Context: an optimization exercise on an open-source flow, tuned for small area, a short achievable clock period and few clock cycles per item. The choices shown serve that exercise and are no tape-out recipe.
The RTL was checked by simulation tests, not by an equivalence proof against the original design.

==> flow/design.v, too long to show whole: its modules and the start of the top module <==
// module accel_decel_position_limiter: 13176 lines
module accel_decel_position_limiter (
    input  wire logic        clk,
    input  wire logic        rst_n,
    input  wire logic        psel,
    input  wire logic        penable,
    input  wire logic        pwrite,
    input  wire logic [4:0]  paddr,
    input  wire logic [31:0] pwdata,
    output logic      [31:0] prdata,
    output logic             pready,
    input  wire logic        item_valid,
    output logic             item_ready,
    input  wire logic [31:0] target_position,
    input  wire logic [31:0] measured_position,
    input  wire logic [31:0] measured_speed,
    input  wire logic [30:0] tick_period,
    output logic             result_valid,
    input  wire logic        result_ready,
    output logic      [31:0] limited_position
);
  // ...
==> flow/run.sh <==
#!/bin/bash
# synth_recipe.tcl (not shown) runs the flow's synth.tcl, then flattens the netlist and writes it again
# the make line also repeats each setting of config.mk as NAME=value (left out here)
make -C /OpenROAD-flow-scripts/flow DESIGN_CONFIG=/design/flow/config.mk WORK_HOME=/design/flow/orfs CLKGATE_MAP_FILE= SYNTH_SCRIPT=/design/flow/synth_recipe.tcl finish
==> flow/config.mk <==
export PLATFORM = sky130hd
export DESIGN_NAME = accel_decel_position_limiter
export DESIGN_NICKNAME = accel_decel_position_limiter
export VERILOG_FILES = /design/flow/design.v
export SDC_FILE = /design/flow/constraint.sdc
export NUM_CORES = 4
export LEC_CHECK = 0
export ABC_AREA = 1
export CAP_MARGIN = 20
export CORE_MARGIN = 2
export CORE_UTILIZATION = 55
export SETUP_SLACK_MARGIN = 5
export SLEW_MARGIN = 20
==> flow/constraint.sdc <==
create_clock -name core_clock -period 13.0 [get_ports {clk}]
set_input_delay 2.6000 -clock core_clock [delete_from_list [all_inputs] [get_ports {clk}]]
set_output_delay 2.6000 -clock core_clock [all_outputs]
set_load 0.01 [all_outputs]
==> flow_summary_export.csv, run 1 <==
group,metric,value,unit
run_status,status,"complete, no violations",
final_layout,buf_share,4.67,%
timing,rsz0062_at_grt,"yes",
synthesis,synth_edf_count,32,
routing,vias_per_cell,5.70,
timing,fin_tns_setup,0,ns
final_layout,layout.cells.most_common,"sky130_fd_sc_hd__inv_1",
floorplan,floorplan.io_pins,238,
final_layout,n_clock_buffer,386,
final_layout,mostFrequentLayoutCells,"3,839 x sky130_fd_sc_hd__inv_1, 2,704 x sky130_fd_sc_hd__nand2_1, 2,389 x sky130_fd_sc_hd__fa_1",
final_layout,ff_latch_area,53900,um^2
clocking,clock_pin_slew_of_the_registers_on_the_worst_case_setup_and_hold_paths,0.08,ns
final_layout,area_delta_synth_final,13.1,%
synthesis,ys_warn_count,1,
global_routing,first_global_vias,151000,
final_layout,largest_registers,"s2_ps (63), s2_pc (62), s0_e (33)",
floorplan,dieHeight,596,um
placed_design,place_hpwl,470000,um
critical_path,reg2reg_depth,26,
critical_path,timing.rr.start,"s1_acc$_DFF_P_",
final_layout,non_filler_cells_in_the_finished_layout,26800,
global_routing,number_of_antenna_violations_at_the_first_check_in_global_routing,26,
clocking,cts_max_path_buffers,4,
clocking,tritoncts_num_sinks,2607,
critical_path,critPathRequiredTime,13.68,ns
critical_path,cpPeakStageDelay,0.55,ns
clocking,post_cts_buffers,136,
synthesis,count_of_state_elements_after_synthesis,2607,
final_layout,final_layout_net_count,25700,
synthesis,synthesis.area_per_instance,8.87,um^2
floorplan,die_area,355000,um^2
synthesis,synth_area,193000,um^2
Testbench counts, summed over its fixed seeds: cycles 7,296, items 6,400.
==> run 2: changes to the inputs <==
--- a/flow/design.v
+++ b/flow/design.v
@@ -16,30 +16,28 @@
     input  wire logic [31:0] measured_speed,
     input  wire logic [30:0] tick_period,
     output logic             result_valid,
     input  wire logic        result_ready,
     output logic      [31:0] limited_position
 );
     logic [30:0] max_accel_reg, arrival_window_reg, max_speed_reg, regulator_gain_reg;
     logic [31:0] max_decel_reg;
-    logic [31:0] prdata_reg;
     logic        cfg_wr;
     assign cfg_wr = psel && penable && pwrite;
     assign pready = 1'b1;
-    assign prdata = prdata_reg;
-    always_ff @(posedge clk)
+    always_comb
     begin
         case (paddr[4:2])
-            3'd0:    prdata_reg <= {1'b0, max_accel_reg};
-            3'd1:    prdata_reg <= max_decel_reg;
-            3'd2:    prdata_reg <= {1'b0, arrival_window_reg};
-            3'd3:    prdata_reg <= {1'b0, max_speed_reg};
-            3'd4:    prdata_reg <= {1'b0, regulator_gain_reg};
-            default: prdata_reg <= 32'd0;
+            3'd0:    prdata = {1'b0, max_accel_reg};
+            3'd1:    prdata = max_decel_reg;
+            3'd2:    prdata = {1'b0, arrival_window_reg};
+            3'd3:    prdata = {1'b0, max_speed_reg};
+            3'd4:    prdata = {1'b0, regulator_gain_reg};
+            default: prdata = 32'd0;
         endcase
     end
     always_ff @(posedge clk or negedge rst_n)
     begin
         if (!rst_n)
         begin
             max_accel_reg      <= 31'd65536;
             max_decel_reg      <= 32'hFFFF_0000;
@@ -87,20 +85,20 @@
         begin
             if (gain[i])
             begin
                 glz = 5'(30 - i);
             end
         end
     end
     assign gnorm = gain << glz;
-    assign g3    = {2'b00, gnorm} + {1'b0, gnorm, 1'b0};
+    assign g3    = {2'b00, gnorm_r} + {1'b0, gnorm_r, 1'b0};
     assign th2   = {2'b00, g3[32:27]};
-    assign th1   = {4'b0000, gnorm[30:27]};
-    assign th0   = 8'd0 - {4'b0000, gnorm[30:27]} - {7'd0, (gnorm[26:0] != 27'd0)};
+    assign th1   = {4'b0000, gnorm_r[30:27]};
+    assign th0   = 8'd0 - {4'b0000, gnorm_r[30:27]} - {7'd0, (gnorm_r[26:0] != 27'd0)};
     assign thm1  = 8'd0 - {2'b00, g3[32:27]} - {7'd0, (g3[26:0] != 27'd0)};
     always_ff @(posedge clk)
     begin
         dmag_r   <= dmag;
         bd_one_r <= bd_one;
         bd_two_r <= bd_two;
         bd_neg_r <= bd_neg;
         gain_r   <= gain;
@@ -12641,17 +12639,18 @@
     assign d0_0_g0  = $signed(d0_0_est) >= $signed(th0_r);
     assign d0_0_gm1 = $signed(d0_0_est) >= $signed(thm1_r);
     assign d0_0_pos = d0_0_g1;
     assign d0_0_two = d0_0_g2 || !d0_0_gm1;
     assign d0_0_one = (d0_0_g1 && !d0_0_g2) || (d0_0_gm1 && !d0_0_g0);
     assign d0_0_mag = d0_0_two ? {gnorm_r, 1'b0} : (d0_0_one ? {1'b0, gnorm_r} : 32'd0);
     assign d0_0_y   = d0_0_pos ? ~{2'b00, d0_0_mag} : {2'b00, d0_0_mag};
     assign d0_0_s   = d0_0_vs ^ d0_0_vc ^ d0_0_y;
-    assign d0_0_c   = {((d0_0_vs[32:0] & d0_0_vc[32:0]) | (d0_0_vs[32:0] & d0_0_y[32:0]) | (d0_0_vc[32:0] & d0_0_y[32:0])), d0_0_pos};
+    assign d0_0_c   = {(((d0_0_vs[32:22] ^ d0_0_vc[32:22]) & d0_0_y[32:22]) | (~(d0_0_vs[32:22] ^ d0_0_vc[32:22]) & d0_0_vs[32:22])),
+                      ((d0_0_vs[21:0] & d0_0_vc[21:0]) | (d0_0_vs[21:0] & d0_0_y[21:0]) | (d0_0_vc[21:0] & d0_0_y[21:0])), d0_0_pos};
     logic [31:0] d0_0_ws, d0_0_wc;
     assign d0_0_ws = d0_0_s[31:0];
     assign d0_0_wc = d0_0_c[31:0];
     logic [33:0] d0_1_vs, d0_1_vc, d0_1_y, d0_1_s, d0_1_c;
     logic [7:0]  d0_1_est;
     logic        d0_1_g2, d0_1_g1, d0_1_g0, d0_1_gm1, d0_1_pos, d0_1_two, d0_1_one;
     logic [31:0] d0_1_mag;
     assign d0_1_vs  = {d0_0_ws, s2_ps[31:30]};
@@ -12662,17 +12661,18 @@
     assign d0_1_g0  = $signed(d0_1_est) >= $signed(th0_r);
     assign d0_1_gm1 = $signed(d0_1_est) >= $signed(thm1_r);
     assign d0_1_pos = d0_1_g1;
     assign d0_1_two = d0_1_g2 || !d0_1_gm1;
     assign d0_1_one = (d0_1_g1 && !d0_1_g2) || (d0_1_gm1 && !d0_1_g0);
     assign d0_1_mag = d0_1_two ? {gnorm_r, 1'b0} : (d0_1_one ? {1'b0, gnorm_r} : 32'd0);
     assign d0_1_y   = d0_1_pos ? ~{2'b00, d0_1_mag} : {2'b00, d0_1_mag};
     assign d0_1_s   = d0_1_vs ^ d0_1_vc ^ d0_1_y;
-    assign d0_1_c   = {((d0_1_vs[32:0] & d0_1_vc[32:0]) | (d0_1_vs[32:0] & d0_1_y[32:0]) | (d0_1_vc[32:0] & d0_1_y[32:0])), d0_1_pos};
+    assign d0_1_c   = {(((d0_1_vs[32:22] ^ d0_1_vc[32:22]) & d0_1_y[32:22]) | (~(d0_1_vs[32:22] ^ d0_1_vc[32:22]) & d0_1_vs[32:22])),
+                      ((d0_1_vs[21:0] & d0_1_vc[21:0]) | (d0_1_vs[21:0] & d0_1_y[21:0]) | (d0_1_vc[21:0] & d0_1_y[21:0])), d0_1_pos};
     logic [31:0] d0_1_ws, d0_1_wc;
     assign d0_1_ws = d0_1_s[31:0];
     assign d0_1_wc = d0_1_c[31:0];
     logic [31:0] d0_ws, d0_wc;
     logic [3:0] d0_qp, d0_qn;
     logic [29:0] d0_ls, d0_lc;
     logic        d0_ovf;
     logic [63:0] p_top;
@@ -12699,17 +12699,18 @@
     assign d1_0_g0  = $signed(d1_0_est) >= $signed(th0_r);
     assign d1_0_gm1 = $signed(d1_0_est) >= $signed(thm1_r);
     assign d1_0_pos = d1_0_g1;
     assign d1_0_two = d1_0_g2 || !d1_0_gm1;
     assign d1_0_one = (d1_0_g1 && !d1_0_g2) || (d1_0_gm1 && !d1_0_g0);
     assign d1_0_mag = d1_0_two ? {gnorm_r, 1'b0} : (d1_0_one ? {1'b0, gnorm_r} : 32'd0);
     assign d1_0_y   = d1_0_pos ? ~{2'b00, d1_0_mag} : {2'b00, d1_0_mag};
     assign d1_0_s   = d1_0_vs ^ d1_0_vc ^ d1_0_y;
-    assign d1_0_c   = {((d1_0_vs[32:0] & d1_0_vc[32:0]) | (d1_0_vs[32:0] & d1_0_y[32:0]) | (d1_0_vc[32:0] & d1_0_y[32:0])), d1_0_pos};
+    assign d1_0_c   = {(((d1_0_vs[32:22] ^ d1_0_vc[32:22]) & d1_0_y[32:22]) | (~(d1_0_vs[32:22] ^ d1_0_vc[32:22]) & d1_0_vs[32:22])),
+                      ((d1_0_vs[21:0] & d1_0_vc[21:0]) | (d1_0_vs[21:0] & d1_0_y[21:0]) | (d1_0_vc[21:0] & d1_0_y[21:0])), d1_0_pos};
     logic [31:0] d1_0_ws, d1_0_wc;
     assign d1_0_ws = d1_0_s[31:0];
     assign d1_0_wc = d1_0_c[31:0];
     logic [33:0] d1_1_vs, d1_1_vc, d1_1_y, d1_1_s, d1_1_c;
     logic [7:0]  d1_1_est;
     logic        d1_1_g2, d1_1_g1, d1_1_g0, d1_1_gm1, d1_1_pos, d1_1_two, d1_1_one;
     logic [31:0] d1_1_mag;
     assign d1_1_vs  = {d1_0_ws, d0_ls[27:26]};
@@ -12720,17 +12721,18 @@
     assign d1_1_g0  = $signed(d1_1_est) >= $signed(th0_r);
     assign d1_1_gm1 = $signed(d1_1_est) >= $signed(thm1_r);
     assign d1_1_pos = d1_1_g1;
     assign d1_1_two = d1_1_g2 || !d1_1_gm1;
     assign d1_1_one = (d1_1_g1 && !d1_1_g2) || (d1_1_gm1 && !d1_1_g0);
     assign d1_1_mag = d1_1_two ? {gnorm_r, 1'b0} : (d1_1_one ? {1'b0, gnorm_r} : 32'd0);
     assign d1_1_y   = d1_1_pos ? ~{2'b00, d1_1_mag} : {2'b00, d1_1_mag};
     assign d1_1_s   = d1_1_vs ^ d1_1_vc ^ d1_1_y;
-    assign d1_1_c   = {((d1_1_vs[32:0] & d1_1_vc[32:0]) | (d1_1_vs[32:0] & d1_1_y[32:0]) | (d1_1_vc[32:0] & d1_1_y[32:0])), d1_1_pos};
+    assign d1_1_c   = {(((d1_1_vs[32:22] ^ d1_1_vc[32:22]) & d1_1_y[32:22]) | (~(d1_1_vs[32:22] ^ d1_1_vc[32:22]) & d1_1_vs[32:22])),
+                      ((d1_1_vs[21:0] & d1_1_vc[21:0]) | (d1_1_vs[21:0] & d1_1_y[21:0]) | (d1_1_vc[21:0] & d1_1_y[21:0])), d1_1_pos};
     logic [31:0] d1_1_ws, d1_1_wc;
     assign d1_1_ws = d1_1_s[31:0];
     assign d1_1_wc = d1_1_c[31:0];
     logic [31:0] d1_ws, d1_wc;
     logic [7:0] d1_qp, d1_qn;
     logic [25:0] d1_ls, d1_lc;
     logic        d1_ovf;
     always_ff @(posedge clk)
@@ -12755,17 +12757,18 @@
     assign d2_0_g0  = $signed(d2_0_est) >= $signed(th0_r);
     assign d2_0_gm1 = $signed(d2_0_est) >= $signed(thm1_r);
     assign d2_0_pos = d2_0_g1;
     assign d2_0_two = d2_0_g2 || !d2_0_gm1;
     assign d2_0_one = (d2_0_g1 && !d2_0_g2) || (d2_0_gm1 && !d2_0_g0);
     assign d2_0_mag = d2_0_two ? {gnorm_r, 1'b0} : (d2_0_one ? {1'b0, gnorm_r} : 32'd0);
     assign d2_0_y   = d2_0_pos ? ~{2'b00, d2_0_mag} : {2'b00, d2_0_mag};
     assign d2_0_s   = d2_0_vs ^ d2_0_vc ^ d2_0_y;
-    assign d2_0_c   = {((d2_0_vs[32:0] & d2_0_vc[32:0]) | (d2_0_vs[32:0] & d2_0_y[32:0]) | (d2_0_vc[32:0] & d2_0_y[32:0])), d2_0_pos};
+    assign d2_0_c   = {(((d2_0_vs[32:22] ^ d2_0_vc[32:22]) & d2_0_y[32:22]) | (~(d2_0_vs[32:22] ^ d2_0_vc[32:22]) & d2_0_vs[32:22])),
+                      ((d2_0_vs[21:0] & d2_0_vc[21:0]) | (d2_0_vs[21:0] & d2_0_y[21:0]) | (d2_0_vc[21:0] & d2_0_y[21:0])), d2_0_pos};
     logic [31:0] d2_0_ws, d2_0_wc;
     assign d2_0_ws = d2_0_s[31:0];
     assign d2_0_wc = d2_0_c[31:0];
     logic [33:0] d2_1_vs, d2_1_vc, d2_1_y, d2_1_s, d2_1_c;
     logic [7:0]  d2_1_est;
     logic        d2_1_g2, d2_1_g1, d2_1_g0, d2_1_gm1, d2_1_pos, d2_1_two, d2_1_one;
     logic [31:0] d2_1_mag;
     assign d2_1_vs  = {d2_0_ws, d1_ls[23:22]};
@@ -12776,17 +12779,18 @@
     assign d2_1_g0  = $signed(d2_1_est) >= $signed(th0_r);
     assign d2_1_gm1 = $signed(d2_1_est) >= $signed(thm1_r);
     assign d2_1_pos = d2_1_g1;
     assign d2_1_two = d2_1_g2 || !d2_1_gm1;
     assign d2_1_one = (d2_1_g1 && !d2_1_g2) || (d2_1_gm1 && !d2_1_g0);
     assign d2_1_mag = d2_1_two ? {gnorm_r, 1'b0} : (d2_1_one ? {1'b0, gnorm_r} : 32'd0);
     assign d2_1_y   = d2_1_pos ? ~{2'b00, d2_1_mag} : {2'b00, d2_1_mag};
     assign d2_1_s   = d2_1_vs ^ d2_1_vc ^ d2_1_y;
-    assign d2_1_c   = {((d2_1_vs[32:0] & d2_1_vc[32:0]) | (d2_1_vs[32:0] & d2_1_y[32:0]) | (d2_1_vc[32:0] & d2_1_y[32:0])), d2_1_pos};
+    assign d2_1_c   = {(((d2_1_vs[32:22] ^ d2_1_vc[32:22]) & d2_1_y[32:22]) | (~(d2_1_vs[32:22] ^ d2_1_vc[32:22]) & d2_1_vs[32:22])),
+                      ((d2_1_vs[21:0] & d2_1_vc[21:0]) | (d2_1_vs[21:0] & d2_1_y[21:0]) | (d2_1_vc[21:0] & d2_1_y[21:0])), d2_1_pos};
     logic [31:0] d2_1_ws, d2_1_wc;
     assign d2_1_ws = d2_1_s[31:0];
     assign d2_1_wc = d2_1_c[31:0];
     logic [31:0] d2_ws, d2_wc;
     logic [11:0] d2_qp, d2_qn;
     logic [21:0] d2_ls, d2_lc;
     logic        d2_ovf;
     always_ff @(posedge clk)
@@ -12811,17 +12815,18 @@
     assign d3_0_g0  = $signed(d3_0_est) >= $signed(th0_r);
     assign d3_0_gm1 = $signed(d3_0_est) >= $signed(thm1_r);
     assign d3_0_pos = d3_0_g1;
     assign d3_0_two = d3_0_g2 || !d3_0_gm1;
     assign d3_0_one = (d3_0_g1 && !d3_0_g2) || (d3_0_gm1 && !d3_0_g0);
     assign d3_0_mag = d3_0_two ? {gnorm_r, 1'b0} : (d3_0_one ? {1'b0, gnorm_r} : 32'd0);
     assign d3_0_y   = d3_0_pos ? ~{2'b00, d3_0_mag} : {2'b00, d3_0_mag};
     assign d3_0_s   = d3_0_vs ^ d3_0_vc ^ d3_0_y;
-    assign d3_0_c   = {((d3_0_vs[32:0] & d3_0_vc[32:0]) | (d3_0_vs[32:0] & d3_0_y[32:0]) | (d3_0_vc[32:0] & d3_0_y[32:0])), d3_0_pos};
+    assign d3_0_c   = {(((d3_0_vs[32:22] ^ d3_0_vc[32:22]) & d3_0_y[32:22]) | (~(d3_0_vs[32:22] ^ d3_0_vc[32:22]) & d3_0_vs[32:22])),
+                      ((d3_0_vs[21:0] & d3_0_vc[21:0]) | (d3_0_vs[21:0] & d3_0_y[21:0]) | (d3_0_vc[21:0] & d3_0_y[21:0])), d3_0_pos};
     logic [31:0] d3_0_ws, d3_0_wc;
     assign d3_0_ws = d3_0_s[31:0];
     assign d3_0_wc = d3_0_c[31:0];
     logic [33:0] d3_1_vs, d3_1_vc, d3_1_y, d3_1_s, d3_1_c;
     logic [7:0]  d3_1_est;
     logic        d3_1_g2, d3_1_g1, d3_1_g0, d3_1_gm1, d3_1_pos, d3_1_two, d3_1_one;
     logic [31:0] d3_1_mag;
     assign d3_1_vs  = {d3_0_ws, d2_ls[19:18]};
@@ -12832,17 +12837,18 @@
     assign d3_1_g0  = $signed(d3_1_est) >= $signed(th0_r);
     assign d3_1_gm1 = $signed(d3_1_est) >= $signed(thm1_r);
     assign d3_1_pos = d3_1_g1;
     assign d3_1_two = d3_1_g2 || !d3_1_gm1;
     assign d3_1_one = (d3_1_g1 && !d3_1_g2) || (d3_1_gm1 && !d3_1_g0);
     assign d3_1_mag = d3_1_two ? {gnorm_r, 1'b0} : (d3_1_one ? {1'b0, gnorm_r} : 32'd0);
     assign d3_1_y   = d3_1_pos ? ~{2'b00, d3_1_mag} : {2'b00, d3_1_mag};
     assign d3_1_s   = d3_1_vs ^ d3_1_vc ^ d3_1_y;
-    assign d3_1_c   = {((d3_1_vs[32:0] & d3_1_vc[32:0]) | (d3_1_vs[32:0] & d3_1_y[32:0]) | (d3_1_vc[32:0] & d3_1_y[32:0])), d3_1_pos};
+    assign d3_1_c   = {(((d3_1_vs[32:22] ^ d3_1_vc[32:22]) & d3_1_y[32:22]) | (~(d3_1_vs[32:22] ^ d3_1_vc[32:22]) & d3_1_vs[32:22])),
+                      ((d3_1_vs[21:0] & d3_1_vc[21:0]) | (d3_1_vs[21:0] & d3_1_y[21:0]) | (d3_1_vc[21:0] & d3_1_y[21:0])), d3_1_pos};
     logic [31:0] d3_1_ws, d3_1_wc;
     assign d3_1_ws = d3_1_s[31:0];
     assign d3_1_wc = d3_1_c[31:0];
     logic [31:0] d3_ws, d3_wc;
     logic [15:0] d3_qp, d3_qn;
     logic [17:0] d3_ls, d3_lc;
     logic        d3_ovf;
     always_ff @(posedge clk)
@@ -12867,17 +12873,18 @@
     assign d4_0_g0  = $signed(d4_0_est) >= $signed(th0_r);
     assign d4_0_gm1 = $signed(d4_0_est) >= $signed(thm1_r);
     assign d4_0_pos = d4_0_g1;
     assign d4_0_two = d4_0_g2 || !d4_0_gm1;
     assign d4_0_one = (d4_0_g1 && !d4_0_g2) || (d4_0_gm1 && !d4_0_g0);
     assign d4_0_mag = d4_0_two ? {gnorm_r, 1'b0} : (d4_0_one ? {1'b0, gnorm_r} : 32'd0);
     assign d4_0_y   = d4_0_pos ? ~{2'b00, d4_0_mag} : {2'b00, d4_0_mag};
     assign d4_0_s   = d4_0_vs ^ d4_0_vc ^ d4_0_y;
-    assign d4_0_c   = {((d4_0_vs[32:0] & d4_0_vc[32:0]) | (d4_0_vs[32:0] & d4_0_y[32:0]) | (d4_0_vc[32:0] & d4_0_y[32:0])), d4_0_pos};
+    assign d4_0_c   = {(((d4_0_vs[32:22] ^ d4_0_vc[32:22]) & d4_0_y[32:22]) | (~(d4_0_vs[32:22] ^ d4_0_vc[32:22]) & d4_0_vs[32:22])),
+                      ((d4_0_vs[21:0] & d4_0_vc[21:0]) | (d4_0_vs[21:0] & d4_0_y[21:0]) | (d4_0_vc[21:0] & d4_0_y[21:0])), d4_0_pos};
     logic [31:0] d4_0_ws, d4_0_wc;
     assign d4_0_ws = d4_0_s[31:0];
     assign d4_0_wc = d4_0_c[31:0];
     logic [33:0] d4_1_vs, d4_1_vc, d4_1_y, d4_1_s, d4_1_c;
     logic [7:0]  d4_1_est;
     logic        d4_1_g2, d4_1_g1, d4_1_g0, d4_1_gm1, d4_1_pos, d4_1_two, d4_1_one;
     logic [31:0] d4_1_mag;
     assign d4_1_vs  = {d4_0_ws, d3_ls[15:14]};
@@ -12888,17 +12895,18 @@
     assign d4_1_g0  = $signed(d4_1_est) >= $signed(th0_r);
     assign d4_1_gm1 = $signed(d4_1_est) >= $signed(thm1_r);
     assign d4_1_pos = d4_1_g1;
     assign d4_1_two = d4_1_g2 || !d4_1_gm1;
     assign d4_1_one = (d4_1_g1 && !d4_1_g2) || (d4_1_gm1 && !d4_1_g0);
     assign d4_1_mag = d4_1_two ? {gnorm_r, 1'b0} : (d4_1_one ? {1'b0, gnorm_r} : 32'd0);
     assign d4_1_y   = d4_1_pos ? ~{2'b00, d4_1_mag} : {2'b00, d4_1_mag};
     assign d4_1_s   = d4_1_vs ^ d4_1_vc ^ d4_1_y;
-    assign d4_1_c   = {((d4_1_vs[32:0] & d4_1_vc[32:0]) | (d4_1_vs[32:0] & d4_1_y[32:0]) | (d4_1_vc[32:0] & d4_1_y[32:0])), d4_1_pos};
+    assign d4_1_c   = {(((d4_1_vs[32:22] ^ d4_1_vc[32:22]) & d4_1_y[32:22]) | (~(d4_1_vs[32:22] ^ d4_1_vc[32:22]) & d4_1_vs[32:22])),
+                      ((d4_1_vs[21:0] & d4_1_vc[21:0]) | (d4_1_vs[21:0] & d4_1_y[21:0]) | (d4_1_vc[21:0] & d4_1_y[21:0])), d4_1_pos};
     logic [31:0] d4_1_ws, d4_1_wc;
     assign d4_1_ws = d4_1_s[31:0];
     assign d4_1_wc = d4_1_c[31:0];
     logic [31:0] d4_ws, d4_wc;
     logic [19:0] d4_qp, d4_qn;
     logic [13:0] d4_ls, d4_lc;
     logic        d4_ovf;
     always_ff @(posedge clk)
@@ -12923,17 +12931,18 @@
     assign d5_0_g0  = $signed(d5_0_est) >= $signed(th0_r);
     assign d5_0_gm1 = $signed(d5_0_est) >= $signed(thm1_r);
     assign d5_0_pos = d5_0_g1;
     assign d5_0_two = d5_0_g2 || !d5_0_gm1;
     assign d5_0_one = (d5_0_g1 && !d5_0_g2) || (d5_0_gm1 && !d5_0_g0);
     assign d5_0_mag = d5_0_two ? {gnorm_r, 1'b0} : (d5_0_one ? {1'b0, gnorm_r} : 32'd0);
     assign d5_0_y   = d5_0_pos ? ~{2'b00, d5_0_mag} : {2'b00, d5_0_mag};
     assign d5_0_s   = d5_0_vs ^ d5_0_vc ^ d5_0_y;
-    assign d5_0_c   = {((d5_0_vs[32:0] & d5_0_vc[32:0]) | (d5_0_vs[32:0] & d5_0_y[32:0]) | (d5_0_vc[32:0] & d5_0_y[32:0])), d5_0_pos};
+    assign d5_0_c   = {(((d5_0_vs[32:22] ^ d5_0_vc[32:22]) & d5_0_y[32:22]) | (~(d5_0_vs[32:22] ^ d5_0_vc[32:22]) & d5_0_vs[32:22])),
+                      ((d5_0_vs[21:0] & d5_0_vc[21:0]) | (d5_0_vs[21:0] & d5_0_y[21:0]) | (d5_0_vc[21:0] & d5_0_y[21:0])), d5_0_pos};
     logic [31:0] d5_0_ws, d5_0_wc;
     assign d5_0_ws = d5_0_s[31:0];
     assign d5_0_wc = d5_0_c[31:0];
     logic [33:0] d5_1_vs, d5_1_vc, d5_1_y, d5_1_s, d5_1_c;
     logic [7:0]  d5_1_est;
     logic        d5_1_g2, d5_1_g1, d5_1_g0, d5_1_gm1, d5_1_pos, d5_1_two, d5_1_one;
     logic [31:0] d5_1_mag;
     assign d5_1_vs  = {d5_0_ws, d4_ls[11:10]};
@@ -12944,17 +12953,18 @@
     assign d5_1_g0  = $signed(d5_1_est) >= $signed(th0_r);
     assign d5_1_gm1 = $signed(d5_1_est) >= $signed(thm1_r);
     assign d5_1_pos = d5_1_g1;
     assign d5_1_two = d5_1_g2 || !d5_1_gm1;
     assign d5_1_one = (d5_1_g1 && !d5_1_g2) || (d5_1_gm1 && !d5_1_g0);
     assign d5_1_mag = d5_1_two ? {gnorm_r, 1'b0} : (d5_1_one ? {1'b0, gnorm_r} : 32'd0);
     assign d5_1_y   = d5_1_pos ? ~{2'b00, d5_1_mag} : {2'b00, d5_1_mag};
     assign d5_1_s   = d5_1_vs ^ d5_1_vc ^ d5_1_y;
-    assign d5_1_c   = {((d5_1_vs[32:0] & d5_1_vc[32:0]) | (d5_1_vs[32:0] & d5_1_y[32:0]) | (d5_1_vc[32:0] & d5_1_y[32:0])), d5_1_pos};
+    assign d5_1_c   = {(((d5_1_vs[32:22] ^ d5_1_vc[32:22]) & d5_1_y[32:22]) | (~(d5_1_vs[32:22] ^ d5_1_vc[32:22]) & d5_1_vs[32:22])),
+                      ((d5_1_vs[21:0] & d5_1_vc[21:0]) | (d5_1_vs[21:0] & d5_1_y[21:0]) | (d5_1_vc[21:0] & d5_1_y[21:0])), d5_1_pos};
     logic [31:0] d5_1_ws, d5_1_wc;
     assign d5_1_ws = d5_1_s[31:0];
     assign d5_1_wc = d5_1_c[31:0];
     logic [31:0] d5_ws, d5_wc;
     logic [23:0] d5_qp, d5_qn;
     logic [9:0] d5_ls, d5_lc;
     logic        d5_ovf;
     always_ff @(posedge clk)
@@ -12979,17 +12989,18 @@
     assign d6_0_g0  = $signed(d6_0_est) >= $signed(th0_r);
     assign d6_0_gm1 = $signed(d6_0_est) >= $signed(thm1_r);
     assign d6_0_pos = d6_0_g1;
     assign d6_0_two = d6_0_g2 || !d6_0_gm1;
     assign d6_0_one = (d6_0_g1 && !d6_0_g2) || (d6_0_gm1 && !d6_0_g0);
     assign d6_0_mag = d6_0_two ? {gnorm_r, 1'b0} : (d6_0_one ? {1'b0, gnorm_r} : 32'd0);
     assign d6_0_y   = d6_0_pos ? ~{2'b00, d6_0_mag} : {2'b00, d6_0_mag};
     assign d6_0_s   = d6_0_vs ^ d6_0_vc ^ d6_0_y;
-    assign d6_0_c   = {((d6_0_vs[32:0] & d6_0_vc[32:0]) | (d6_0_vs[32:0] & d6_0_y[32:0]) | (d6_0_vc[32:0] & d6_0_y[32:0])), d6_0_pos};
+    assign d6_0_c   = {(((d6_0_vs[32:22] ^ d6_0_vc[32:22]) & d6_0_y[32:22]) | (~(d6_0_vs[32:22] ^ d6_0_vc[32:22]) & d6_0_vs[32:22])),
+                      ((d6_0_vs[21:0] & d6_0_vc[21:0]) | (d6_0_vs[21:0] & d6_0_y[21:0]) | (d6_0_vc[21:0] & d6_0_y[21:0])), d6_0_pos};
     logic [31:0] d6_0_ws, d6_0_wc;
     assign d6_0_ws = d6_0_s[31:0];
     assign d6_0_wc = d6_0_c[31:0];
     logic [33:0] d6_1_vs, d6_1_vc, d6_1_y, d6_1_s, d6_1_c;
     logic [7:0]  d6_1_est;
     logic        d6_1_g2, d6_1_g1, d6_1_g0, d6_1_gm1, d6_1_pos, d6_1_two, d6_1_one;
     logic [31:0] d6_1_mag;
     assign d6_1_vs  = {d6_0_ws, d5_ls[7:6]};
@@ -13000,17 +13011,18 @@
     assign d6_1_g0  = $signed(d6_1_est) >= $signed(th0_r);
     assign d6_1_gm1 = $signed(d6_1_est) >= $signed(thm1_r);
     assign d6_1_pos = d6_1_g1;
     assign d6_1_two = d6_1_g2 || !d6_1_gm1;
     assign d6_1_one = (d6_1_g1 && !d6_1_g2) || (d6_1_gm1 && !d6_1_g0);
     assign d6_1_mag = d6_1_two ? {gnorm_r, 1'b0} : (d6_1_one ? {1'b0, gnorm_r} : 32'd0);
     assign d6_1_y   = d6_1_pos ? ~{2'b00, d6_1_mag} : {2'b00, d6_1_mag};
     assign d6_1_s   = d6_1_vs ^ d6_1_vc ^ d6_1_y;
-    assign d6_1_c   = {((d6_1_vs[32:0] & d6_1_vc[32:0]) | (d6_1_vs[32:0] & d6_1_y[32:0]) | (d6_1_vc[32:0] & d6_1_y[32:0])), d6_1_pos};
+    assign d6_1_c   = {(((d6_1_vs[32:22] ^ d6_1_vc[32:22]) & d6_1_y[32:22]) | (~(d6_1_vs[32:22] ^ d6_1_vc[32:22]) & d6_1_vs[32:22])),
+                      ((d6_1_vs[21:0] & d6_1_vc[21:0]) | (d6_1_vs[21:0] & d6_1_y[21:0]) | (d6_1_vc[21:0] & d6_1_y[21:0])), d6_1_pos};
     logic [31:0] d6_1_ws, d6_1_wc;
     assign d6_1_ws = d6_1_s[31:0];
     assign d6_1_wc = d6_1_c[31:0];
     logic [31:0] d6_ws, d6_wc;
     logic [27:0] d6_qp, d6_qn;
     logic [5:0] d6_ls, d6_lc;
     logic        d6_ovf;
     always_ff @(posedge clk)
@@ -13035,17 +13047,18 @@
     assign d7_0_g0  = $signed(d7_0_est) >= $signed(th0_r);
     assign d7_0_gm1 = $signed(d7_0_est) >= $signed(thm1_r);
     assign d7_0_pos = d7_0_g1;
     assign d7_0_two = d7_0_g2 || !d7_0_gm1;
     assign d7_0_one = (d7_0_g1 && !d7_0_g2) || (d7_0_gm1 && !d7_0_g0);
     assign d7_0_mag = d7_0_two ? {gnorm_r, 1'b0} : (d7_0_one ? {1'b0, gnorm_r} : 32'd0);
     assign d7_0_y   = d7_0_pos ? ~{2'b00, d7_0_mag} : {2'b00, d7_0_mag};
     assign d7_0_s   = d7_0_vs ^ d7_0_vc ^ d7_0_y;
-    assign d7_0_c   = {((d7_0_vs[32:0] & d7_0_vc[32:0]) | (d7_0_vs[32:0] & d7_0_y[32:0]) | (d7_0_vc[32:0] & d7_0_y[32:0])), d7_0_pos};
+    assign d7_0_c   = {(((d7_0_vs[32:22] ^ d7_0_vc[32:22]) & d7_0_y[32:22]) | (~(d7_0_vs[32:22] ^ d7_0_vc[32:22]) & d7_0_vs[32:22])),
+                      ((d7_0_vs[21:0] & d7_0_vc[21:0]) | (d7_0_vs[21:0] & d7_0_y[21:0]) | (d7_0_vc[21:0] & d7_0_y[21:0])), d7_0_pos};
     logic [31:0] d7_0_ws, d7_0_wc;
     assign d7_0_ws = d7_0_s[31:0];
     assign d7_0_wc = d7_0_c[31:0];
     logic [33:0] d7_1_vs, d7_1_vc, d7_1_y, d7_1_s, d7_1_c;
     logic [7:0]  d7_1_est;
     logic        d7_1_g2, d7_1_g1, d7_1_g0, d7_1_gm1, d7_1_pos, d7_1_two, d7_1_one;
     logic [31:0] d7_1_mag;
     assign d7_1_vs  = {d7_0_ws, d6_ls[3:2]};
@@ -13056,17 +13069,18 @@
     assign d7_1_g0  = $signed(d7_1_est) >= $signed(th0_r);
     assign d7_1_gm1 = $signed(d7_1_est) >= $signed(thm1_r);
     assign d7_1_pos = d7_1_g1;
     assign d7_1_two = d7_1_g2 || !d7_1_gm1;
     assign d7_1_one = (d7_1_g1 && !d7_1_g2) || (d7_1_gm1 && !d7_1_g0);
     assign d7_1_mag = d7_1_two ? {gnorm_r, 1'b0} : (d7_1_one ? {1'b0, gnorm_r} : 32'd0);
     assign d7_1_y   = d7_1_pos ? ~{2'b00, d7_1_mag} : {2'b00, d7_1_mag};
     assign d7_1_s   = d7_1_vs ^ d7_1_vc ^ d7_1_y;
-    assign d7_1_c   = {((d7_1_vs[32:0] & d7_1_vc[32:0]) | (d7_1_vs[32:0] & d7_1_y[32:0]) | (d7_1_vc[32:0] & d7_1_y[32:0])), d7_1_pos};
+    assign d7_1_c   = {(((d7_1_vs[32:22] ^ d7_1_vc[32:22]) & d7_1_y[32:22]) | (~(d7_1_vs[32:22] ^ d7_1_vc[32:22]) & d7_1_vs[32:22])),
+                      ((d7_1_vs[21:0] & d7_1_vc[21:0]) | (d7_1_vs[21:0] & d7_1_y[21:0]) | (d7_1_vc[21:0] & d7_1_y[21:0])), d7_1_pos};
     logic [31:0] d7_1_ws, d7_1_wc;
     assign d7_1_ws = d7_1_s[31:0];
     assign d7_1_wc = d7_1_c[31:0];
     logic [31:0] d7_ws, d7_wc;
     logic [31:0] d7_qp, d7_qn;
     logic [1:0] d7_ls, d7_lc;
     logic        d7_ovf;
     always_ff @(posedge clk)
@@ -13091,17 +13105,18 @@
     assign df_0_g0  = $signed(df_0_est) >= $signed(th0_r);
     assign df_0_gm1 = $signed(df_0_est) >= $signed(thm1_r);
     assign df_0_pos = df_0_g1;
     assign df_0_two = df_0_g2 || !df_0_gm1;
     assign df_0_one = (df_0_g1 && !df_0_g2) || (df_0_gm1 && !df_0_g0);
     assign df_0_mag = df_0_two ? {gnorm_r, 1'b0} : (df_0_one ? {1'b0, gnorm_r} : 32'd0);
     assign df_0_y   = df_0_pos ? ~{2'b00, df_0_mag} : {2'b00, df_0_mag};
     assign df_0_s   = df_0_vs ^ df_0_vc ^ df_0_y;
-    assign df_0_c   = {((df_0_vs[32:0] & df_0_vc[32:0]) | (df_0_vs[32:0] & df_0_y[32:0]) | (df_0_vc[32:0] & df_0_y[32:0])), df_0_pos};
+    assign df_0_c   = {(((df_0_vs[32:22] ^ df_0_vc[32:22]) & df_0_y[32:22]) | (~(df_0_vs[32:22] ^ df_0_vc[32:22]) & df_0_vs[32:22])),
+                      ((df_0_vs[21:0] & df_0_vc[21:0]) | (df_0_vs[21:0] & df_0_y[21:0]) | (df_0_vc[21:0] & df_0_y[21:0])), df_0_pos};
     logic [31:0] df_0_ws, df_0_wc;
     assign df_0_ws = df_0_s[31:0];
     assign df_0_wc = df_0_c[31:0];
     logic [33:0] df_qp, df_qn;
     assign df_qp = {d7_qp, df_0_g2, (df_0_g1 && !df_0_g2)};
     assign df_qn = {d7_qn, !df_0_gm1, (df_0_gm1 && !df_0_g0)};
     logic [31:0] wfin;
     logic        wneg;
==> flow/config.mk (replaced) <==
export PLATFORM = sky130hd
export DESIGN_NAME = accel_decel_position_limiter
export DESIGN_NICKNAME = accel_decel_position_limiter
export VERILOG_FILES = /design/flow/design.v
export SDC_FILE = /design/flow/constraint.sdc
export NUM_CORES = 4
export LEC_CHECK = 0
export ABC_AREA = 1
export CAP_MARGIN = 20
export CORE_MARGIN = 2
export CORE_UTILIZATION = 50
export CTS_BUF_LIST = sky130_fd_sc_hd__clkbuf_8
export SETUP_SLACK_MARGIN = 5
export SLEW_MARGIN = 20
==> run 2 against run 1 <==
Effect of this change: final area rose by 0.89%; count of clock-buffer cells in the layout is 124 higher; die area up 14%; maximum frequency decreased by 2.1%; setup slack got worse by 0.17 ns; hold slack lost 0.0092 ns; wire length grew 5.3%; global-route usage fell by 2.7 points; largest cell class unchanged; highest routed layer unchanged.
==> flow_summary_export.csv, run 2 <==
group,metric,value,unit
run_status,status,"complete, no violations",
placed_design,dp.cells,28900,
synthesis,synth_area,199000,um^2
global_routing,groute.usage.overall,33.3,%
clocking,clock_tree.root_cell,"sky130_fd_sc_hd__clkbuf_8",
floorplan,die_area,404000,um^2
critical_path,cp-start-kind,"input port",
placed_design,place_hpwl,506000,um
synthesis,synth-async-reset-ratio,9.11,%
routing,routed-wl-met3,63500,um
routing,drt_first_iter_violations,15900,
routing,avgRoutedWirePerCell,23.2,um
final_layout,drive_gt1_share,7.30,%
final_layout,final_layout_net_count,28000,
critical_path,crit_arrival,5.57,ns
final_layout,largest_reg_flops,63,
floorplan,floorplan.io_pins,238,
floorplan,start_util,50.3,%
final_layout,num-fill-cells,37000,
synthesis,ys_warn_count,1,
critical_path,worst_path_most_repeated_cell,"sky130_fd_sc_hd__clkdlybuf4s50_1",
timing,max_freq,122,MHz
routing,wl_met2,305000,um
timing,worst_max_slew_margin_expressed_relative_to_the_limit,22.5,%
synthesis,post_synth_num_cell_types,86,
routing,vias_per_cell,5.50,
synthesis,synthDominantCellAreaShare,23.2,%
clocking,clk-insertion-delay-late,1.18,ns
floorplan,die_w,636,um
timing,rsz0062_at_grt,"yes",
global_routing,global_route_wire_length_before_repair,1020000,um
critical_path,critPathRequiredTime,10.40,ns
floorplan,core_ar,397000,um^2
synthesis,part_of_the_yosys_area_used_for_sequential_elements,26.6,%
synthesis,synthesis.area_per_instance,8.24,um^2
global_routing,number_of_antenna_violations_at_the_first_check_in_global_routing,47,
final_layout,layout.core_utilization,55.4,%
synthesis,most_instantiated_library_cell_after_synthesis,"sky130_fd_sc_hd__nand2_1",
routing,num_vias,164000,
final_layout,mostFrequentLayoutCells,"4,575 x sky130_fd_sc_hd__nand2_1, 4,121 x sky130_fd_sc_hd__inv_1, 2,274 x sky130_fd_sc_hd__dfxtp_1",
flow_run,drv.max_cap_violation_count,0,
synthesis,synthCells,24200,
placed_design,pre_cts_slack,3.66,ns
final_layout,layout.cells.most_common,"sky130_fd_sc_hd__nand2_1",
clocking,clock_pin_slew_of_the_registers_on_the_worst_case_setup_and_hold_paths,0.07,ns
timing,clock-skew-final,0.162,ns
global_routing,remaining_global_route_overflow,0,
timing,worstMarginPinSlew,1.15,ns
timing,fin_tns_setup,0,ns
routing,wirelength,694000,um
synthesis,synth_top_area_cell,"sky130_fd_sc_hd__dfxtp_1",
routing,ant_nets,0,
final_layout,largest-register,"s2_ps",
final_layout,largest_registers,"s2_ps (63), s2_pc (62), s0_e (33)",
global_routing,first_global_vias,161000,
floorplan,dieHeight,636,um
final_layout,non_filler_cells_in_the_finished_layout,29900,
routing,drc_errors,0,
timing,timing_max_transition_violations_final,0,
critical_path,cpPeakStageDelay,0.63,ns
critical_path,timing.critical_path.cells,"clkdlybuf4s50_1 -> inv_1 -> nand2_2 -> clkinv_1 -> buf_4 -> a221oi_1 -> o21ai_1 -> clkdlybuf4s50_1",
synthesis,yosys_most_used_dff,"sky130_fd_sc_hd__dfxtp_1",
critical_path,nature_of_the_critical_path_endpoint,"output port",
clocking,cts_tree,"done",
critical_path,crit_path_slowest_cell,"sky130_fd_sc_hd__clkdlybuf4s50_1",
clocking,numCtsBuffers,414,
placed_design,gp_routability_congestion,0.967,
timing,final.period_utilization,62.9,%
timing,finalWorstPathRequiredPeriod,8.17,ns
clocking,cts_max_path_buffers,4,
synthesis,synth.top_cells.by_count,"4,595 x sky130_fd_sc_hd__nand2_1, 4,070 x sky130_fd_sc_hd__inv_1, 2,312 x sky130_fd_sc_hd__dfxtp_1",
routing,topRoutingLayerUsed,"met5",
critical_path,critical_path.max_fanout,27,
routing,detail_route.wirelength.met1,283000,um
timing,setup_violations,0,
synthesis,synth_area_leaders,"sky130_fd_sc_hd__dfxtp_1 23%, sky130_fd_sc_hd__fa_1 23%, sky130_fd_sc_hd__nand2_1 8.6%",
synthesis,count_of_state_elements_after_synthesis,2579,
final_layout,area_delta_synth_final,10.2,%
timing,finalHoldViolCount,0,
clocking,hold_buffers,0,
clocking,tritoncts_num_sinks,2579,
worst_hold_path,hold_path.class,"flip-flop to flip-flop",
floorplan,core.rowCount,231,
clocking,cts_htree_levels,5,
timing,layout_setup_ws,4.83,ns
global_routing,pin_count_of_the_biggest_net_entering_global_routing,102,
routing,first_pass_iters,9,
synthesis,synth_edf_count,32,
critical_path,critical_path_class,"input port to output port",
placed_design,io_buffers,234,
## run 2: cell count changes after synthesis, moves of 37 or more
cell and delta:
sky130_fd_sc_hd__o21ai_0 -210, sky130_fd_sc_hd__inv_1 +135, sky130_fd_sc_hd__a21oi_1 +67, sky130_fd_sc_hd__o21a_1 -37, sky130_fd_sc_hd__o21bai_1 -45, sky130_fd_sc_hd__fa_1 -153
sky130_fd_sc_hd__buf_2 +67, sky130_fd_sc_hd__nand3_1 +488, sky130_fd_sc_hd__clkbuf_1 -78, sky130_fd_sc_hd__nand2_1 +1871, sky130_fd_sc_hd__nand2_2 +117, sky130_fd_sc_hd__nor2_1 +317
## run 2: repair_timing
item,CTS,global route
pin swaps,8,53
cloned,8,31
buffers inserted,32,96
gates resized for setup,195,328
setup endpoints to repair,606,574
## run 2: cell type report
cell class / instances / area (um^2) / area share [%]
Multi-Input combinational cell: 16400 / 128000 / 58.1
Sequential cell: 2579 / 53200 / 24.2
Inverter: 4152 / 15800 / 7.21
Timing Repair Buffer: 779 / 7280 / 3.31
Clock buffer: 510 / 7020 / 3.19
Tap cell: 5242 / 6560 / 2.98
Clock inverter: 232 / 2070 / 0.943
Antenna cell: 30 / 75.1 / 0.0341
Timing Repair inverter: 4 / 27.5 / 0.0125
## run 2: worst paths after layout
kind	slack, ns	startpoint	to	cells past startpoint
max in group asynchronous	9.79	rst_n	max_accel_reg[23]$_DFFE_PN0P_	2
min in group asynchronous	1.53	rst_n	o_v$_DFF_PN0_	1
setup / recovery	4.83	paddr[4]	prdata[15]	8
hold reg to reg	0.26	d3_qn[2]$_DFF_P_	d4_qn[6]$_DFF_P_	0
setup reg to reg	5.11	s1_k$_DFF_P_	s2_ps[59]$_DFF_P_	27
hold / removal	0.26	d3_qn[2]$_DFF_P_	d4_qn[6]$_DFF_P_	0
## run 2: worst max-delay path: cells and delay by family
kind                   cells  cell delay (ns)
AO/OA/AOI/OAI              2             0.99
buffers and inverters      5             1.71
AND/OR/NAND/NOR            1             0.25
## run 2: metal layers
| metal | global-route usage [%] | vias to the layer above |
|---|---|---|
| met4 | 16.7 | 14 |
| met2 | 51.6 | 7582 |
| met3 | 7.04 | 1874 |
| met5 | 0.165 | - |
| li1 | - | 75500 |
| met1 | 44.0 | 79200 |
## run 2: cells by family after synthesis
family | after synthesis | share of synthesized area [%]
buffers and inverters | 5287 | 10.2
DFF | 2579 | 26.6
and+or+nand+nor | 8301 | 17.2
other | 1 | 0.00188
xor gates and xnor gates | 1502 | 6.60
AOI/OAI and AO/OA | 2950 | 8.43
muxes | 68 | 0.344
adders and majority gates | 3515 | 30.6
## run 2: per-stage QoR
stage | cell area [um^2] | hold WS [ns]
after floorplan | 199000 | 0.310
after global placement | 207000 | 0.310
after detailed placement | 207000 | 0.312
after CTS | 217000 | 0.246
after global routing | 220000 | 0.249
final | 220000 | 0.263
Testbench counts of run 2, summed over its fixed seeds: cycles 7,296, items 6,400.
==> run 3: changes to the inputs <==
==> flow/flow/run.sh (new file) <==
#!/bin/bash
# The standard layout (standard synthesis, floorplan, placement, CTS, routing), with timing
# repair after CTS and global routing aiming at 6 ns of setup slack instead of config.mk's
# ceiling of 5 ns. Constraints and clock period are the standard flow's own (constraint.sdc, config.mk).
# make's full output goes to layout.log here; each ORFS step keeps its own log under orfs/logs.
set -euo pipefail
bash standard.sh finish SETUP_SLACK_MARGIN=6 > layout.log 2>&1
==> flow/standard.sh (new file) <==
#!/bin/bash
# synth_recipe.tcl (not shown) runs the flow's synth.tcl, then flattens the netlist and writes it again
# the make line also repeats each setting of config.mk as NAME=value (left out here)
make -C /OpenROAD-flow-scripts/flow DESIGN_CONFIG=/design/flow/config.mk WORK_HOME=/design/flow/orfs CLKGATE_MAP_FILE= SYNTH_SCRIPT=/design/flow/synth_recipe.tcl "${@:-finish}"
--- a/flow/config.mk
+++ b/flow/config.mk
@@ -11,4 +11,2 @@
 export CORE_UTILIZATION = 50
-export CTS_BUF_LIST = sky130_fd_sc_hd__clkbuf_8
-export SETUP_SLACK_MARGIN = 5
 export SLEW_MARGIN = 20
removed: flow/run.sh
==> run 3 against run 2 <==
Effect of this change: still clean on timing, DRC and antenna; clock skew fell by 0.094 ns; via count grew 2.6%; register-to-register slack gained 0.45 ns; core utilization rose by 3.8 points; highest routed layer unchanged.
==> flow_summary_export.csv, run 3 <==
group,metric,value,unit
global_routing,first_global_vias,165000,
global_routing,number_of_antenna_violations_at_the_first_check_in_global_routing,68,
synthesis,yosys_most_used_dff,"sky130_fd_sc_hd__dfxtp_1",
synthesis,synth_top_area_cell,"sky130_fd_sc_hd__dfxtp_1",
routing,drc_errors,0,
global_routing,groute.usage.overall,35.0,%
timing,worstMarginPinSlew,1.34,ns
timing,layout_setup_ws,5.56,ns
critical_path,cpPeakStageDelay,0.59,ns
placed_design,io_buffers,234,
timing,timing_max_transition_violations_final,0,
routing,first_pass_iters,7,
floorplan,dieHeight,636,um
critical_path,crit_family,"adder cells",
final_layout,num-fill-cells,35200,
timing,final.hold.worst_slack,0.295,ns
routing,wirelength,735000,um
synthesis,post_synth_num_cell_types,86,
timing,rsz0062_at_grt,"yes",
clocking,cts_tree,"done",
flow_run,drv.max_cap_violation_count,0,
synthesis,synthesis.area_per_instance,8.24,um^2
final_layout,layout.core_utilization,59.3,%
final_layout,layout.cells.most_common,"sky130_fd_sc_hd__nand2_1",
final_layout,drive_gt1_share,14.0,%
timing,finalHoldViolCount,0,
critical_path,crit_arrival,8.24,ns
floorplan,die_w,636,um
routing,drt_first_iter_violations,16600,
floorplan,core.rowCount,231,
clocking,tritoncts_num_sinks,2579,
clocking,clock_pin_slew_of_the_registers_on_the_worst_case_setup_and_hold_paths,0.07,ns
routing,vias_per_cell,5.59,
routing,num_vias,169000,
worst_hold_path,hold_path.class,"flip-flop to flip-flop",
clocking,clock_tree.root_cell,"sky130_fd_sc_hd__clkbuf_16",
critical_path,reg2reg_depth,24,
final_layout,finalInstanceArea,235000,um^2
timing,setup_violations,0,
critical_path,worst-r2r-setup-slack,5.56,ns
placed_design,detailed_place.area,207000,um^2
final_layout,largest_reg_flops,63,
synthesis,synth.top_cells.by_count,"4,595 x sky130_fd_sc_hd__nand2_1, 4,070 x sky130_fd_sc_hd__inv_1, 2,312 x sky130_fd_sc_hd__dfxtp_1",
routing,avgRoutedWirePerCell,24.4,um
worst_hold_path,min_to,"d7_qp[20]$_DFF_P_",
floorplan,floorplan.io_pins,238,
synthesis,synth_edf_count,32,
floorplan,start_util,50.3,%
critical_path,critPathRequiredTime,13.80,ns
final_layout,final_layout_net_count,28300,
worst_hold_path,hold_path_startpoint,"d6_qp[16]$_DFF_P_",
synthesis,count_of_state_elements_after_synthesis,2579,
timing,final.period_utilization,57.2,%
synthesis,synth-async-reset-ratio,9.11,%
critical_path,worst_path_buffer_plus_inverter_count,6,
synthesis,most_instantiated_library_cell_after_synthesis,"sky130_fd_sc_hd__nand2_1",
global_routing,pin_count_of_the_biggest_net_entering_global_routing,157,
final_layout,mostFrequentLayoutCells,"4,289 x sky130_fd_sc_hd__nand2_1, 3,922 x sky130_fd_sc_hd__inv_1, 2,241 x sky130_fd_sc_hd__dfxtp_1",
clocking,hold_buffers,0,
timing,clock-skew-final,0.0682,ns
run_status,status,"complete, no violations",
final_layout,largest-register,"s2_ps",
synthesis,synthDominantCellAreaShare,23.2,%
critical_path,timing.rr.start,"s0_e[14]$_DFF_P_",
routing,ant_nets,0,
critical_path,critical_path.max_fanout,32,
timing,fin_tns_setup,0,ns
critical_path,critical_path_class,"flip-flop to flip-flop",
floorplan,die_area,404000,um^2
synthesis,part_of_the_yosys_area_used_for_sequential_elements,26.6,%
timing,max_freq,134,MHz
clocking,numCtsBuffers,278,
placed_design,pre_cts_slack,3.60,ns
timing,worst_max_slew_margin_expressed_relative_to_the_limit,10.7,%
floorplan,core_ar,397000,um^2
synthesis,synth_area_leaders,"sky130_fd_sc_hd__dfxtp_1 23%, sky130_fd_sc_hd__fa_1 23%, sky130_fd_sc_hd__nand2_1 8.6%",
critical_path,crit-reg2reg-capture,"s1_acc$_DFF_P_",
critical_path,crit_path_slowest_cell,"sky130_fd_sc_hd__fa_2",
placed_design,gp_routability_congestion,0.967,
synthesis,synth_area,199000,um^2
synthesis,synthCells,24200,
global_routing,global_route_wire_length_before_repair,1060000,um
clocking,clk-insertion-delay-late,0.95,ns
clocking,cts_htree_levels,5,
global_routing,remaining_global_route_overflow,0,
critical_path,nature_of_the_critical_path_endpoint,"flip-flop",
final_layout,largest_registers,"s2_ps (63), s2_pc (62), s0_e (33)",
synthesis,ys_warn_count,1,
critical_path,cp-start-kind,"flip-flop",
timing,finalWorstPathRequiredPeriod,7.44,ns
worst_hold_path,min_delay_path_depth,0,
clocking,cts_max_path_buffers,4,
critical_path,timing.critical_path.cells,"clkinv_1 -> buf_6 -> o22ai_2 -> xor2_2 -> fa_1 -> fa_2 -> inv_2 -> fa_2 -> inv_2 -> fa_2 -> fa_2 -> inv_2 -> fa_1 -> fa_1 -> fa_1 -> ha_1 -> nand4_1 -> nor3_4 -> buf_4 -> a2111oi_4 -> nand3_4 -> a41oi_2 -> nand2_2 -> xor2_2",
placed_design,place_hpwl,506000,um
final_layout,area_delta_synth_final,17.9,%
==> run 3: worst reg2reg max path, cell delays in order (launching register included) <==
cell and delay [ns]:
sky130_fd_sc_hd__dfxtp_4 0.40, sky130_fd_sc_hd__clkinv_1 0.11, sky130_fd_sc_hd__buf_6 0.20, sky130_fd_sc_hd__o22ai_2 0.34, sky130_fd_sc_hd__xor2_2 0.19, sky130_fd_sc_hd__fa_1 0.46, sky130_fd_sc_hd__fa_2 0.59, sky130_fd_sc_hd__inv_2 0.06
sky130_fd_sc_hd__fa_2 0.56, sky130_fd_sc_hd__inv_2 0.04, sky130_fd_sc_hd__fa_2 0.45, sky130_fd_sc_hd__fa_2 0.56, sky130_fd_sc_hd__inv_2 0.04, sky130_fd_sc_hd__fa_1 0.55, sky130_fd_sc_hd__fa_1 0.45, sky130_fd_sc_hd__fa_1 0.46
sky130_fd_sc_hd__ha_1 0.33, sky130_fd_sc_hd__nand4_1 0.18, sky130_fd_sc_hd__nor3_4 0.08, sky130_fd_sc_hd__buf_4 0.15, sky130_fd_sc_hd__a2111oi_4 0.40, sky130_fd_sc_hd__nand3_4 0.21, sky130_fd_sc_hd__a41oi_2 0.25, sky130_fd_sc_hd__nand2_2 0.09
sky130_fd_sc_hd__xor2_2 0.16
==> run 3: cell type report <==
type	count	area (um^2)	share of cell area (%)
Clock inverter	111	1290	0.548
Multi-Input combinational cell	16400	136000	57.8
Clock buffer	387	8030	3.41
Inverter	4152	16000	6.82
Timing Repair Buffer	1252	13700	5.82
Sequential cell	2579	53300	22.7
Tap cell	5242	6560	2.79
Timing Repair inverter	13	121	0.0516
Antenna cell	33	82.6	0.0351
==> run 3: through the flow <==
step,cells
finish,30100
global route,30100
CTS,29800
detailed placement,28900
global placement,28900
floorplan,24200
==> run 3: cell families (layout without fill, tap and decap cells) <==
logic type / Yosys count / in the layout / share of synthesized area (%)
adders and majority gates: 3515 / 3515 / 30.6
xor gates and xnor gates: 1502 / 1502 / 6.60
muxes: 68 / 68 / 0.344
other: 1 / 35 / 0.00188
buffers and inverters: 5287 / 5915 / 10.2
DFF: 2579 / 2579 / 26.6
AOI/OAI and AO/OA: 2950 / 2950 / 8.43
and+or+nand+nor: 8301 / 8324 / 17.2
==> run 3: repair_timing <==
| item | 4_1_cts | 5_1_grt |
|---|---|---|
| buffers inserted | 276 | 267 |
| gates cloned | 75 | 42 |
| endpoints found under the setup margin | 704 | 739 |
| pin swaps | 278 | 704 |
| resized for setup | 1195 | 1651 |
==> run 3: how the worst max path moves through the flow <==
stage,start,end,cells after the start
finish,s0_e[14]$_DFF_P_,s1_acc$_DFF_P_,24
global route,s0_e[18]$_DFF_P_,s1_acc$_DFF_P_,24
CTS,s0_e[17]$_DFF_P_,s1_acc$_DFF_P_,24
detailed placement,d7_ws[24]$_DFF_P_,cap_reg[18]$_DFFE_PN0P_,40
global placement,d7_ws[24]$_DFF_P_,cap_reg[13]$_DFFE_PN0P_,40
floorplan,bd_neg_r[3]$_DFF_P_,s1_acc$_DFF_P_,23
==> run 3: per-layer routing <==
metal  vias to the layer above  track usage [%]  part of all wire [%]
li1                      76100                -                     -
met1                     81600             45.5                    39
met2                      8379             53.7                    43
met3                      2409             7.53                   9.7
met4                        22             20.7                   7.6
met5                         -           0.0354                 0.045

[re-timing with driven ports]
No port has a modelled driver above. Below, the same layouts with a new extraction and two added sets of constraints.
Step 1 assumes that a clkbuf_16 drives the clock port and a buf_2 every other input.
Step 2 moves the port delays by t, midway between the first and last clock arrival at a register: inputs arrive t later, outputs are due t later. That takes back most of the time a late clock gives input paths.
a / b / c = ideal ports / drivers / drivers and shift; a / b = the first two.
run | shift t [ns] | slack for setup (ns) | worst setup path after step 2 | latest minus earliest clock arrival (ns)
run 1 | 1.011 | 5.001 / 5.001 / 5.001 | register to register | 0.079 / 0.079
run 2 | 1.212 | 4.826 / 4.644 / 4.644 | input to output | 0.164 / 0.164
run 3 | 1.035 | 5.559 / 5.559 / 5.404 | input to register | 0.082 / 0.082
After both steps setup and hold are still met in every run listed. The setup slack of run 2, which loses most, moves by -0.182 ns with the drivers and by -0.182 ns with both steps.
